Context: an optimization exercise on an open-source flow, tuned for small area, a short achievable clock period and few clock cycles. The choices shown serve that exercise and are no tape-out recipe.
In this exercise RTL edits were held to simulation tests only and were not proved equivalent to the original.
Power is estimated from default activity; no workload was simulated.

==> module cpu_top, before the edit <==
module cpu_top (
    input  logic                       clk,
    input  logic                       rst_n,
    input  logic                       run,
    input  logic                       prog_valid,
    input  cpu_pkg::prog_wr_t          prog,
    output logic                       retire_valid,
    output cpu_pkg::retire_t           retire,
    output logic                       awvalid,
    input  logic                       awready,
    output logic [32-1:0] awaddr,
    output logic                       wvalid,
    input  logic                       wready,
    output cpu_pkg::word_t             wdata,
    output logic [1:0]                 wstrb,
    input  logic                       bvalid,
    output logic                       bready
);
    logic        run_q, prog_v_q;
    logic [24:0] prog_q;
    logic        st_push, st_full;
    logic [7:0]  st_idx;
    logic [15:0] st_data;
    always_ff @(posedge clk or negedge rst_n) begin
        if (!rst_n) begin
            run_q    <= 1'b0;
            prog_v_q <= 1'b0;
        end else begin
            run_q    <= run;
            prog_v_q <= prog_valid;
        end
    end
    always_ff @(posedge clk) begin
        prog_q <= prog;
    end
    core_ctrl u_core (
        .clk, .rst_n,
        .run       (run_q),
        .prog_we_i (prog_v_q && !prog_q[24]),
        .prog_we_d (prog_v_q &&  prog_q[24]),
        .prog_idx  (prog_q[23:16]),
        .prog_data (prog_q[15:0]),
        .st_push, .st_idx, .st_data, .st_full,
        .retire_valid,
        .retire
    );
    axi_lite_writer u_axi_wr (
        .clk, .rst_n,
        .push      (st_push),
        .push_idx  (st_idx),
        .push_data (st_data),
        .full      (st_full),
        .awvalid, .awready, .awaddr,
        .wvalid, .wready, .wdata, .wstrb,
        .bvalid, .bready
    );
endmodule
clock: 10.0 ns
lec_check: 0
cap_margin: 20
core_margin: 2
core_utilization: 30
cts_cluster_diameter: 80
cts_cluster_size: 20
place_density: 0.45
setup_slack_margin: 5
slew_margin: 20
tns_end_percent: 5
standard.sh (not shown) runs the stock make flow with config.mk's settings and CLKGATE_MAP_FILE= SYNTH_SCRIPT=/design/flow/synth_recipe.tcl, a recipe that flattens the netlist after the stock synthesis.
==> flow/flow/run.sh <==
#!/bin/bash
set -euo pipefail
MARGIN=${MARGIN:-7}
sed -E "s/SETUP_SLACK_MARGIN=[-0-9.]+/SETUP_SLACK_MARGIN=${MARGIN}/" standard.sh > standard_margin.sh
grep -q "SETUP_SLACK_MARGIN=${MARGIN}" standard_margin.sh
bash standard_margin.sh > standard_margin.log 2>&1
Testbench counts at the start, summed over its fixed seeds: cycles 20,369.
Change:
--- a/flow/design.v
+++ b/flow/design.v
@@ -544,14 +544,12 @@
     logic [15:0] st_data;
     always_ff @(posedge clk or negedge rst_n) begin
-        if (!rst_n) begin
-            run_q    <= 1'b0;
-            prog_v_q <= 1'b0;
-        end else begin
-            run_q    <= run;
-            prog_v_q <= prog_valid;
-        end
+        if (!rst_n)
+            run_q <= 1'b0;
+        else
+            run_q <= run;
     end
     always_ff @(posedge clk) begin
-        prog_q <= prog;
+        prog_v_q <= prog_valid;
+        prog_q   <= prog;
     end
     core_ctrl u_core (
Result:
- count of clock-buffer cells in the layout falls by 12
- synthesized area is about the same
- cell area barely changes
- flip-flop and latch count is unchanged
- via count is about the same
Testbench counts after the change, summed over its fixed seeds: cycles 20,369.

--- another note on this design; it stands on its own ---

## the reference run
## cpu_top
module cpu_top (
    input  logic                       clk,
    input  logic                       rst_n,
    input  logic                       run,
    input  logic                       prog_valid,
    input  cpu_pkg::prog_wr_t          prog,
    output logic                       retire_valid,
    output cpu_pkg::retire_t           retire,
    output logic                       awvalid,
    input  logic                       awready,
    output logic [32-1:0] awaddr,
    output logic                       wvalid,
    input  logic                       wready,
    output cpu_pkg::word_t             wdata,
    output logic [1:0]                 wstrb,
    input  logic                       bvalid,
    output logic                       bready
);
Size: ~18000 cells after synthesis, ~8900 flip-flops, roughly 120 I/O pins.
Settings: LEC_CHECK=0, CAP_MARGIN=20, CORE_MARGIN=2, CORE_UTILIZATION=22, PLACE_DENSITY=0.35, SETUP_SLACK_MARGIN=5, SLEW_MARGIN=20, TNS_END_PERCENT=5; clock period 10.0 ns.
standard.sh (not shown) runs the stock make flow with config.mk's settings and CLKGATE_MAP_FILE= SYNTH_SCRIPT=/design/flow/synth_recipe.tcl, a recipe that flattens the netlist after the stock synthesis.
==> flow/flow/run.sh <==
#!/bin/bash
set -euo pipefail
MARGIN=${MARGIN:-7}
sed -E "s/SETUP_SLACK_MARGIN=[-0-9.]+/SETUP_SLACK_MARGIN=${MARGIN}/" standard.sh > standard_margin.sh
grep -q "SETUP_SLACK_MARGIN=${MARGIN}" standard_margin.sh
bash standard_margin.sh > standard_margin.log 2>&1
Both conditions hold for the reference run: the flow ran to the end and the final layout passed the timing, design-rule and antenna checks.
Testbench counts of the reference run, summed over its fixed seeds: cycles 20,369.
### the reference run -> the trial run
- an added CTS_CLUSTER_DIAMETER of 80
- an added CTS_CLUSTER_SIZE of 20
--- outcome ---
The reference run -> the trial run: DRC violations left delta 0, exact match
Comparing the trial run and the reference run, the higher post-route clock period utilization was measured on the trial run.
On count of pins on the block boundary, the trial run and the reference run are neck and neck.

Starting RTL as in the previous note.
export LEC_CHECK = 0
export CAP_MARGIN = 20
export CORE_MARGIN = 2
export CORE_UTILIZATION = 22
export CTS_BUF_LIST = sky130_fd_sc_hd__clkbuf_8
export CTS_CLUSTER_DIAMETER = 60
export CTS_CLUSTER_SIZE = 15
export PLACE_DENSITY = 0.35
export SETUP_SLACK_MARGIN = 5
export SLEW_MARGIN = 20
export TNS_END_PERCENT = 0
create_clock -name core_clock -period 10.0 [get_ports {clk}]
Scripts as last shown in full above: flow/flow/run.sh
The baseline went through all stages and came out clean.
Testbench counts at the start, summed over its fixed seeds: cycles 20,369.
Rerun with:
==> flow/run.sh (new file) <==
#!/bin/bash
# synth_recipe.tcl (not shown) runs the flow's synth.tcl, then flattens the netlist and writes it again
# the make line also repeats each setting of config.mk as NAME=value (left out here)
make -C /OpenROAD-flow-scripts/flow DESIGN_CONFIG=/design/flow/config.mk WORK_HOME=/design/flow/orfs CLKGATE_MAP_FILE= SYNTH_SCRIPT=/design/flow/synth_recipe.tcl finish
Settings changed: CTS_BUF_LIST sky130_fd_sc_hd__clkbuf_8 to default, CTS_CLUSTER_DIAMETER 60 to default, CTS_CLUSTER_SIZE 15 to default, TNS_END_PERCENT 0 to default.
removed: flow/flow/run.sh
removed: flow/standard.sh
=> The new run passed the timing, design-rule and antenna checks. Synthesized cell count stays the same. Global-route usage is lower by 0.29 points. Cell count rose slightly. Non-clock buffer count went down by 201. Via count stays flat. Sequential power is about the same. Worst hold slack gets better by 0.020 ns. Design area goes up by a few percent. Total power is higher by roughly a tenth.

==> port drivers added, routing unchanged <==
In the flow no input, the clock included, has a driving cell. The finished layouts below were timed again as built, in two steps. Step 1: set_driving_cell puts a clkbuf_16 on clk and a buf_2 on each other input, an assumption about the parent block. Step 2 also shifts input and output timing later by t, the mid clock arrival at the registers, as if the neighbouring blocks saw the same clock. Slacks: ideal ports / drivers / drivers and shift; pairs: ideal ports / drivers.
run | shift t [ns] | slack for setup (ns) | hold WS [ns] | worst data-port slew with drivers (ns)
the first run of note 1 | 1.232 | 5.417 / 5.417 / 5.417 | 0.315 / 0.315 / 0.315 | 0.09
the second run of note 1 | 1.200 | 5.309 / 5.309 / 5.309 | 0.310 / 0.310 / 0.310 | 0.21
the reference run | 1.408 | 5.345 / 5.345 / 5.345 | 0.325 / 0.325 / 0.325 | 0.18
the trial run | 1.359 | 5.312 / 5.312 / 5.312 | 0.274 / 0.274 / 0.274 | 0.18
the first run of note 3 | 1.618 | 5.161 / 5.161 / 5.161 | 0.305 / 0.305 / 0.305 | 0.35
the second run of note 3 | 1.374 | 4.868 / 4.868 / 4.868 | 0.325 / 0.325 / 0.325 | 0.25
After both steps setup and hold are still met in every run listed.
